Background: an optimization exercise with open tools, aiming at small area, a short achievable clock period and few clock cycles. Do not read the settings as production practice. Only simulation tests tie the RTL to the original design; equivalence was not proved. Power and IR drop assume default switching activity.

north:
==> flow/design.v (excerpt) <==
module pooling_unit #(
  parameter  int IL       = 4,
  parameter  int FL       = 16,
  parameter  int CHANNELS = 4,
  parameter  int MAX_LEN  = 16,
  localparam int LEN_W    = pooling_pkg::len_width(MAX_LEN),
  localparam int ACC_W    = pooling_pkg::acc_width(IL, FL, MAX_LEN),
  localparam int DW       = IL + FL
) (
  input  logic                 clk,
  input  logic                 rst,
  input  logic                 start,
  input  logic                 mode,
  input  logic [LEN_W-1:0]     len_cfg,
  input  logic [CHANNELS*DW-1:0] in_data,
  input  logic                 in_valid,
  output logic                 in_ready,
  output logic [CHANNELS*DW-1:0] out_data,
  output logic                 out_valid,
  input  logic                 out_ready,
  output logic                 busy
);
Size in the first run: ~2000 cells after synthesis, roughly 140 flip-flops, roughly 16000 µm² of cells after synthesis.
export LEC_CHECK = 0
export CAP_MARGIN = 10
export CORE_MARGIN = 2
export CORE_UTILIZATION = 40
export SETUP_SLACK_MARGIN = 2.7
export SLEW_MARGIN = 10
create_clock -name core_clock -period 6.0 [get_ports {clk}]
standard.sh (not shown) runs the stock make flow with config.mk's settings and CLKGATE_MAP_FILE= SYNTH_SCRIPT=/design/flow/synth_recipe.tcl, a recipe that flattens the netlist after the stock synthesis.
==> flow/flow/run.sh <==
#!/bin/bash
# The standard layout, with the port buffers made of plain buffers
# (sky130_fd_sc_hd__buf_2) instead of the delay cells buffer_ports picks.
set -euo pipefail
export BUFFER_PORTS_ARGS="-buffer_cell sky130_fd_sc_hd__buf_2"
bash standard.sh > standard.log 2>&1
The final layout from north, which completed every stage, passed the timing, design-rule and antenna checks at the end of the flow.
Testbench counts of north, summed over its fixed seeds: cycles 12,707.
Setup changes, north to south
==> flow/run.sh (new file) <==
#!/bin/bash
# synth_recipe.tcl (not shown) runs the flow's synth.tcl, then flattens the netlist and writes it again
# the make line also repeats each setting of config.mk as NAME=value (left out here)
make -C /OpenROAD-flow-scripts/flow DESIGN_CONFIG=/design/flow/config.mk WORK_HOME=/design/flow/orfs CLKGATE_MAP_FILE= SYNTH_SCRIPT=/design/flow/synth_recipe.tcl finish
diff --git a/flow/config.mk b/flow/config.mk
--- a/flow/config.mk
+++ b/flow/config.mk
@@ -8 +8 @@
-export CAP_MARGIN = 10
+export CAP_MARGIN = 20
@@ -12 +12 @@
-export SLEW_MARGIN = 10
+export SLEW_MARGIN = 20
removed: flow/flow/run.sh
removed: flow/standard.sh
[summary]
Looking at north and south, the portion of the clock cycle consumed by the worst path in the final layout is a wash. Diff north -> south: routability congestion estimate went down, area of the die roughly the same, final area +2100 µm².
Here is what was changed in the inputs of east compared with south.
diff --git a/flow/config.mk b/flow/config.mk
--- a/flow/config.mk
+++ b/flow/config.mk
@@ -11 +11 @@
-export SETUP_SLACK_MARGIN = 2.7
+export SETUP_SLACK_MARGIN = 3.0
Global-route usage sits higher in east than in south.
In east, the area of all placed cells without fillers came out 1200 µm² above the value in south.
Fraction of met3 tracks used by global routing came out higher on east than on south.
Looking only at pre-CTS setup slack, and setting everything else aside, the higher value of east and south goes to east.
Comparing south with east, the register-to-register slack came out essentially unchanged.
Of east and south, the run reporting the lower portion of total power attributed to the clock network was east.
### east -> west
==> flow/flow/run.sh (new file) <==
#!/bin/bash
# The standard layout, with the port buffers made of plain buffers
# (sky130_fd_sc_hd__buf_2) instead of the delay cells buffer_ports picks.
set -euo pipefail
export BUFFER_PORTS_ARGS="-buffer_cell sky130_fd_sc_hd__buf_2"
bash standard.sh > standard.log 2>&1
==> flow/standard.sh (new file) <==
#!/bin/bash
# synth_recipe.tcl (not shown) runs the flow's synth.tcl, then flattens the netlist and writes it again
# the make line also repeats each setting of config.mk as NAME=value (left out here)
make -C /OpenROAD-flow-scripts/flow DESIGN_CONFIG=/design/flow/config.mk WORK_HOME=/design/flow/orfs CLKGATE_MAP_FILE= SYNTH_SCRIPT=/design/flow/synth_recipe.tcl "${@:-finish}"
diff --git a/flow/config.mk b/flow/config.mk
--- a/flow/config.mk
+++ b/flow/config.mk
@@ -11 +11,2 @@
-export SETUP_SLACK_MARGIN = 3.0
+export GPL_TIMING_DRIVEN = 0
+export SETUP_SLACK_MARGIN = 2.7
removed: flow/run.sh
--- outcome ---
- east ended up with neg_q[1]$_DFFE_PP_ as its beginning of the critical path; west ended up with in_data[40].
- Delta (west minus east): portion of the clock cycle consumed by the worst path in the final layout now smaller; clock network fraction of design power up 0.9 points; final weighted congestion of routability-driven global placement up about 1.5%; total of clock buffers placed in the layout decreased 1; detailed-route wire length on metal 1 now larger.

---

## run 1
pooling_unit, a different RTL version from the one above (not shown whole).
Size in the first run: roughly 2000 cells after synthesis, roughly 170 I/O pins.
==> flow/design.v (excerpt) <==
module pooling_unit #(
  parameter  int IL       = 4,
  parameter  int FL       = 16,
  parameter  int CHANNELS = 4,
  parameter  int MAX_LEN  = 16,
  localparam int LEN_W    = pooling_pkg::len_width(MAX_LEN),
  localparam int ACC_W    = pooling_pkg::acc_width(IL, FL, MAX_LEN),
  localparam int DW       = IL + FL
) (
  input  logic                 clk,
  input  logic                 rst,
  input  logic                 start,
  input  logic                 mode,
  input  logic [LEN_W-1:0]     len_cfg,
  input  logic [CHANNELS*DW-1:0] in_data,
  input  logic                 in_valid,
  output logic                 in_ready,
  output logic [CHANNELS*DW-1:0] out_data,
  output logic                 out_valid,
  input  logic                 out_ready,
  output logic                 busy
);
==> flow/config.mk <==
export PLATFORM = sky130hd
export DESIGN_NAME = pooling_unit
export DESIGN_NICKNAME = pooling_unit
export VERILOG_FILES = /design/flow/design.v
export SDC_FILE = /design/flow/constraint.sdc
export NUM_CORES = 4
export LEC_CHECK = 0
export CAP_MARGIN = 20
export CORE_MARGIN = 2
export CORE_UTILIZATION = 40
export SETUP_SLACK_MARGIN = 2.7
export SLEW_MARGIN = 20
==> flow/constraint.sdc <==
create_clock -name core_clock -period 6.0 [get_ports {clk}]
set_input_delay 1.2000 -clock core_clock [delete_from_list [all_inputs] [get_ports {clk}]]
set_output_delay 1.2000 -clock core_clock [all_outputs]
set_load 0.01 [all_outputs]
==> flow/flow/run.sh <==
#!/bin/bash
# The standard layout, with the port buffers made of plain buffers
# (sky130_fd_sc_hd__buf_2) instead of the delay cells buffer_ports picks.
set -euo pipefail
export BUFFER_PORTS_ARGS="-buffer_cell sky130_fd_sc_hd__buf_2"
bash standard.sh > standard.log 2>&1
Testbench counts of run 1, summed over its fixed seeds: cycles 12,707.
Setup changes, run 1 to run 2
# run 1
export LEC_CHECK = 0
export CAP_MARGIN = 20
export CORE_MARGIN = 2
export CORE_UTILIZATION = 40
export SETUP_SLACK_MARGIN = 2.7
export SLEW_MARGIN = 20
create_clock -name core_clock -period 6.0 [get_ports {clk}]
# run 2
export LEC_CHECK = 0
export CAP_MARGIN = 20
export CORE_MARGIN = 2
export CORE_UTILIZATION = 40
export CTS_BUF_LIST = sky130_fd_sc_hd__clkbuf_4 sky130_fd_sc_hd__clkbuf_8
export SETUP_SLACK_MARGIN = 2.7
export SLEW_MARGIN = 20
create_clock -name core_clock -period 6.0 [get_ports {clk}]
Notes after the runs:
Between run 2 and run 1, the global-route usage figures differ only marginally. Relative to run 1, the register-to-register slack of run 2 is lower by 80 ps. Run 2 — signal arrival time at the worst endpoint 30 ps higher, run 1 as reference.
Relative to run 2, the following input files were edited for run 3:
# run 2
export LEC_CHECK = 0
export CAP_MARGIN = 20
export CORE_MARGIN = 2
export CORE_UTILIZATION = 40
export CTS_BUF_LIST = sky130_fd_sc_hd__clkbuf_4 sky130_fd_sc_hd__clkbuf_8
export SETUP_SLACK_MARGIN = 2.7
export SLEW_MARGIN = 20
create_clock -name core_clock -period 6.0 [get_ports {clk}]
# run 3
export LEC_CHECK = 0
export CAP_MARGIN = 20
export CORE_MARGIN = 2
export CORE_UTILIZATION = 40
export SETUP_SLACK_MARGIN = 2.9
export SLEW_MARGIN = 20
create_clock -name core_clock -period 6.0 [get_ports {clk}]
Notes after the runs:
Run 3 reports its launch point of the critical path as in_data[0] while run 2 reports in_data[20].
The final standard cell area without fillers of run 3 was inferior to that of run 2.
Against run 2, run 3 reports a fraction of power spent switching nets that is lower.
Run 2 → run 3: required time of the worst setup path went down; maximum frequency shows an increase of about 5%; total global routing track utilization shows an increase of 0.44 points.
Worst setup slack, run 2 and run 3: larger value in run 3
### run 3 -> run 4
# run 3
export LEC_CHECK = 0
export CAP_MARGIN = 20
export CORE_MARGIN = 2
export CORE_UTILIZATION = 40
export SETUP_SLACK_MARGIN = 2.9
export SLEW_MARGIN = 20
create_clock -name core_clock -period 6.0 [get_ports {clk}]
# run 4
export LEC_CHECK = 0
export CAP_MARGIN = 20
export CORE_MARGIN = 2
export CORE_UTILIZATION = 40
export SETUP_SLACK_MARGIN = 3.1
export SLEW_MARGIN = 20
create_clock -name core_clock -period 6.0 [get_ports {clk}]
--- outcome ---
- The number of cells in the finished layout apart from fillers in run 4 was higher than what run 3 gave.
- Run 4 ends up with a delay of the slowest cell on the worst path that is 20 ps higher than in run 3.
- Initial antenna violation count (higher): run 3
- As far as share of total power in the clock network is concerned, run 4 and run 3 perform about the same.
- Core util | run 4 vs run 3 | run 4 higher
- Per the comparison of run 4 with run 3, total routed wire length on the met1 layer shows an increase of about 3.4%; setup slack shows an increase of 32 ps.
Here is what was changed in the inputs of run 5 compared with run 4.
# run 4
export LEC_CHECK = 0
export CAP_MARGIN = 20
export CORE_MARGIN = 2
export CORE_UTILIZATION = 40
export SETUP_SLACK_MARGIN = 3.1
export SLEW_MARGIN = 20
create_clock -name core_clock -period 6.0 [get_ports {clk}]
# run 5
export LEC_CHECK = 0
export CAP_MARGIN = 20
export CORE_MARGIN = 2
export CORE_UTILIZATION = 40
export CTS_BUF_LIST = sky130_fd_sc_hd__clkbuf_4 sky130_fd_sc_hd__clkbuf_8
export SETUP_SLACK_MARGIN = 3.0
export SLEW_MARGIN = 20
create_clock -name core_clock -period 6.0 [get_ports {clk}]
Notes after the runs:
Per the comparison of run 5 with run 4, worst setup slack shows an increase of 22 ps, fraction of standard cell area in multi-input logic shows an increase of 0.53 points, clock buffer and inverter area fraction after layout shows a reduction of 0.91 points.

==> separate check: timing with driven ports <==
How much do the figures lean on ideal ports? The routed layouts below were timed once more, with nothing changed but the port constraints. Step 1 (the two cells are an assumption about what drives the block):
set clk [get_ports {clk}]
set_driving_cell -lib_cell sky130_fd_sc_hd__clkbuf_16 $clk
set_driving_cell -lib_cell sky130_fd_sc_hd__buf_2 [delete_from_list [all_inputs] $clk]
Step 2 times the ports against the registers' clock, not the clock port: input delays grow and output delays shrink by t, the midpoint of the rising clock arrivals with the driver on. Slacks: no drivers / after step 1 / after step 2; pairs: no drivers / after step 1.
run	t, ns	setup WS [ns]	worst setup path at the end	worst slew at a driven data input, ns	cell pins on the clock port's net
north	0.486	2.679 / 2.679 / 2.294	input to register	0.11	1
south	0.487	2.681 / 2.681 / 2.258	input to register	0.09	1
east	0.485	2.675 / 2.675 / 2.365	input to register	0.09	1
west	0.497	2.716 / 2.731 / 2.234	input to register	0.08	1
run 1	0.481	2.758 / 2.790 / 2.309	input to register	0.09	1
run 2	0.522	2.797 / 2.799 / 2.291	input to register	0.09	1
run 3	0.480	2.955 / 2.961 / 2.481	input to register	0.10	1
run 4	0.482	2.987 / 2.985 / 2.502	input to register	0.12	1
run 5	0.520	3.009 / 3.033 / 2.513	input to register	0.10	1
After both steps every run listed still meets setup and hold. The setup slack of run 2, which loses most, moves by +0.002 ns with the drivers and by -0.506 ns with both steps.
